Background: an optimization exercise with open tools, aiming at small area and a short achievable clock period. Do not read the settings as production practice.
RTL that was checked went through simulation tests only; none was proved equivalent to the original.
No activity file was given, so power comes from the tool's default toggle rates.

## breakout_top
module breakout_top (
    input  logic        clk,
    input  logic        rst,
    input  logic [3:0]  ctrl,      
    input  logic        vsync,
    input  logic [20:0] px,        
    output logic [23:0] rgb,       
    output logic        started,
    output logic        over
);
    logic vsync_q, step;
    logic ball_lost;
    always_ff @(posedge clk or negedge rst) begin
        if (!rst) begin
            vsync_q <= 1'b0;
            step    <= 1'b0;
            started <= 1'b0;
            over    <= 1'b0;
        end else begin
            vsync_q <= vsync;
            step    <= vsync & ~vsync_q & started & ~over & ~ctrl[0];
            if (ctrl[3]) started <= 1'b1;
            if (step && ball_lost) over <= 1'b1;
        end
    end
    logic [9:0] padl;            
    logic [9:0] bx, by;          
    logic [3:0] vx;              
    logic [1:0] vym1;            
    logic       dx, dy;          
    logic [4:0] hxp;             
    logic [24:0] dead;           
    logic [24:0] alive;
    assign alive = ~dead;
    assign ball_lost = by >= 10'd427;
    logic [9:0] padl_n;
    always_comb begin
        logic [7:0] moved;
        moved  = padl[9:2] + (ctrl[2] ? 8'hFF : 8'h01);
        padl_n = padl;
        if (ctrl[2])      padl_n = (padl > 10'd228) ? {moved, padl[1:0]} : 10'd224;
        else if (ctrl[1]) padl_n = (padl < 10'd484) ? {moved, padl[1:0]} : 10'd488;
    end
    logic [4:0] hx;              
    logic [4:0] hy;              
    logic [24:0] hit;
    logic [4:0] colhit;
    logic bounce_x, bounce_y;
    always_comb begin
        for (int c = 0; c < 5; c++)
            hx[c] = (bx >= 10'(248 + 50 * c)) && (bx <= 10'(300 + 50 * c));
        for (int r = 0; r < 5; r++)
            hy[r] = (by >= 10'(103 + 20 * r)) && (by <= 10'(130 + 20 * r));
        for (int r = 0; r < 5; r++)
            for (int c = 0; c < 5; c++)
  ...
For scale: ~950 cells after synthesis, ~77 flip-flops, about 54 I/O pins, roughly 7700 um2 of cells after synthesis.
Settings: LEC_CHECK=0, CAP_MARGIN=20, CORE_MARGIN=2, CORE_UTILIZATION=60, CTS_BUF_LIST=sky130_fd_sc_hd__clkbuf_8, SLEW_MARGIN=20; clock period 14.0 ns.
standard.sh (not shown) runs the stock make flow with config.mk's settings and CLKGATE_MAP_FILE= SYNTH_SCRIPT=/design/flow/synth_recipe.tcl, a recipe that flattens the netlist after the stock synthesis.
==> flow/flow/run.sh <==
#!/bin/bash
# Standard layout, with buf_2 port buffers and timing repair aiming for 9.2 ns of setup slack.
set -euo pipefail
bash standard.sh "BUFFER_PORTS_ARGS=-buffer_cell sky130_fd_sc_hd__buf_2" SETUP_SLACK_MARGIN=9.2 finish > standard_make.log 2>&1
The first run completed without violations.
==> next run, changes <==
==> flow/flow/run.sh (replaced) <==
#!/bin/bash
# Standard layout, with buf_2 port buffers and timing repair aiming for 9.0 ns of setup slack.
set -euo pipefail
bash standard.sh "BUFFER_PORTS_ARGS=-buffer_cell sky130_fd_sc_hd__buf_2" SETUP_SLACK_MARGIN=9.0 finish > standard_make.log 2>&1
After rerunning: Sequential share of layout area came out higher by 0.18 points. Critical path depth is unchanged. Worst setup slack got worse by 0.089 ns. Clock power is lower by 15%. Area after synthesis stays the same.


job 9114:
breakout_top, a different RTL version from the one above (not shown whole).
Size in the first run: roughly 970 cells after synthesis, ~75 flip-flops, roughly 54 I/O pins, roughly 8000 µm² of cells after synthesis.
==> flow/config.mk <==
export PLATFORM = sky130hd
export DESIGN_NAME = breakout_top
export DESIGN_NICKNAME = breakout_top
export VERILOG_FILES = /design/flow/design.v
export SDC_FILE = /design/flow/constraint.sdc
export NUM_CORES = 4
export LEC_CHECK = 0
export CAP_MARGIN = 20
export CORE_MARGIN = 2
export CORE_UTILIZATION = 60
export CTS_BUF_LIST = sky130_fd_sc_hd__clkbuf_8
export SLEW_MARGIN = 20
==> flow/constraint.sdc <==
create_clock -name core_clock -period 14.0 [get_ports {clk}]
set_input_delay 2.8000 -clock core_clock [delete_from_list [all_inputs] [get_ports {clk}]]
set_output_delay 2.8000 -clock core_clock [all_outputs]
set_load 0.01 [all_outputs]
==> flow/flow/run.sh <==
#!/bin/bash
# Standard layout, with buf_2 port buffers and timing repair aiming for 9.2 ns of setup slack.
set -euo pipefail
bash standard.sh "BUFFER_PORTS_ARGS=-buffer_cell sky130_fd_sc_hd__buf_2" SETUP_SLACK_MARGIN=9.2 finish > standard_make.log 2>&1
Every stage of the flow completed for job 9114, and the final layout passed the timing, DRC and antenna checks.
Inputs modified between job 9114 and job 1692:
==> flow/flow/run.sh <==
#!/bin/bash
# Standard layout, with buf_2 port buffers and timing repair aiming for 9.4 ns of setup slack.
set -euo pipefail
bash standard.sh "BUFFER_PORTS_ARGS=-buffer_cell sky130_fd_sc_hd__buf_2" SETUP_SLACK_MARGIN=9.4 finish > standard_make.log 2>&1
==> comparison <==
Number of buffers and inverters on the critical path: job 1692 vs job 9114 down 1
In job 1692 the largest voltage drop on the vdd net turned out 31% higher than in job 9114.
Between job 1692 and job 9114, it is job 1692 whose worst-margin pin slew is higher, by 0.087 ns.
For job 1692, the worst setup path startpoint was px[12], unlike job 9114, where it was px[13].
No run of this note included a check of the RTL's function; only the layout flow was run.

separate check: timing with driven ports:
The results above use ideal ports. As a check the final layouts listed here were re-extracted and re-timed, cells and wires unchanged. Step 1 sets driving cells, clkbuf_16 on the clock port and buf_2 on the other inputs (assumed; they add their load-dependent delay and slew). Step 2 also shifts input and output timing later by t, the mid clock arrival at the registers, as if the neighbouring blocks saw the same clock. Slacks: no drivers / after step 1 / after step 2; pairs: no drivers / after step 1.
run | t, ns | slack for setup (ns) | hold slack, ns | worst register clock-pin slew, ns | worst data-port slew with drivers (ns)
the first run of note 1 | 0.413 | 9.283 / 9.244 / 8.944 | 0.514 / 0.514 / 0.514 | 0.10 / 0.10 | 0.04
the second run of note 1 | 0.403 | 9.194 / 9.161 / 8.854 | 0.493 / 0.493 / 0.493 | 0.09 / 0.09 | 0.04
job 9114 | 0.403 | 9.247 / 9.216 / 8.813 | 0.502 / 0.502 / 0.502 | 0.10 / 0.10 | 0.07
job 1692 | 0.392 | 9.266 / 9.249 / 8.857 | 0.500 / 0.500 / 0.500 | 0.09 / 0.09 | 0.07
After both steps setup and hold are still met in every run listed. The setup slack of job 9114, which loses most, moves by -0.031 ns with the drivers and by -0.434 ns with both steps.
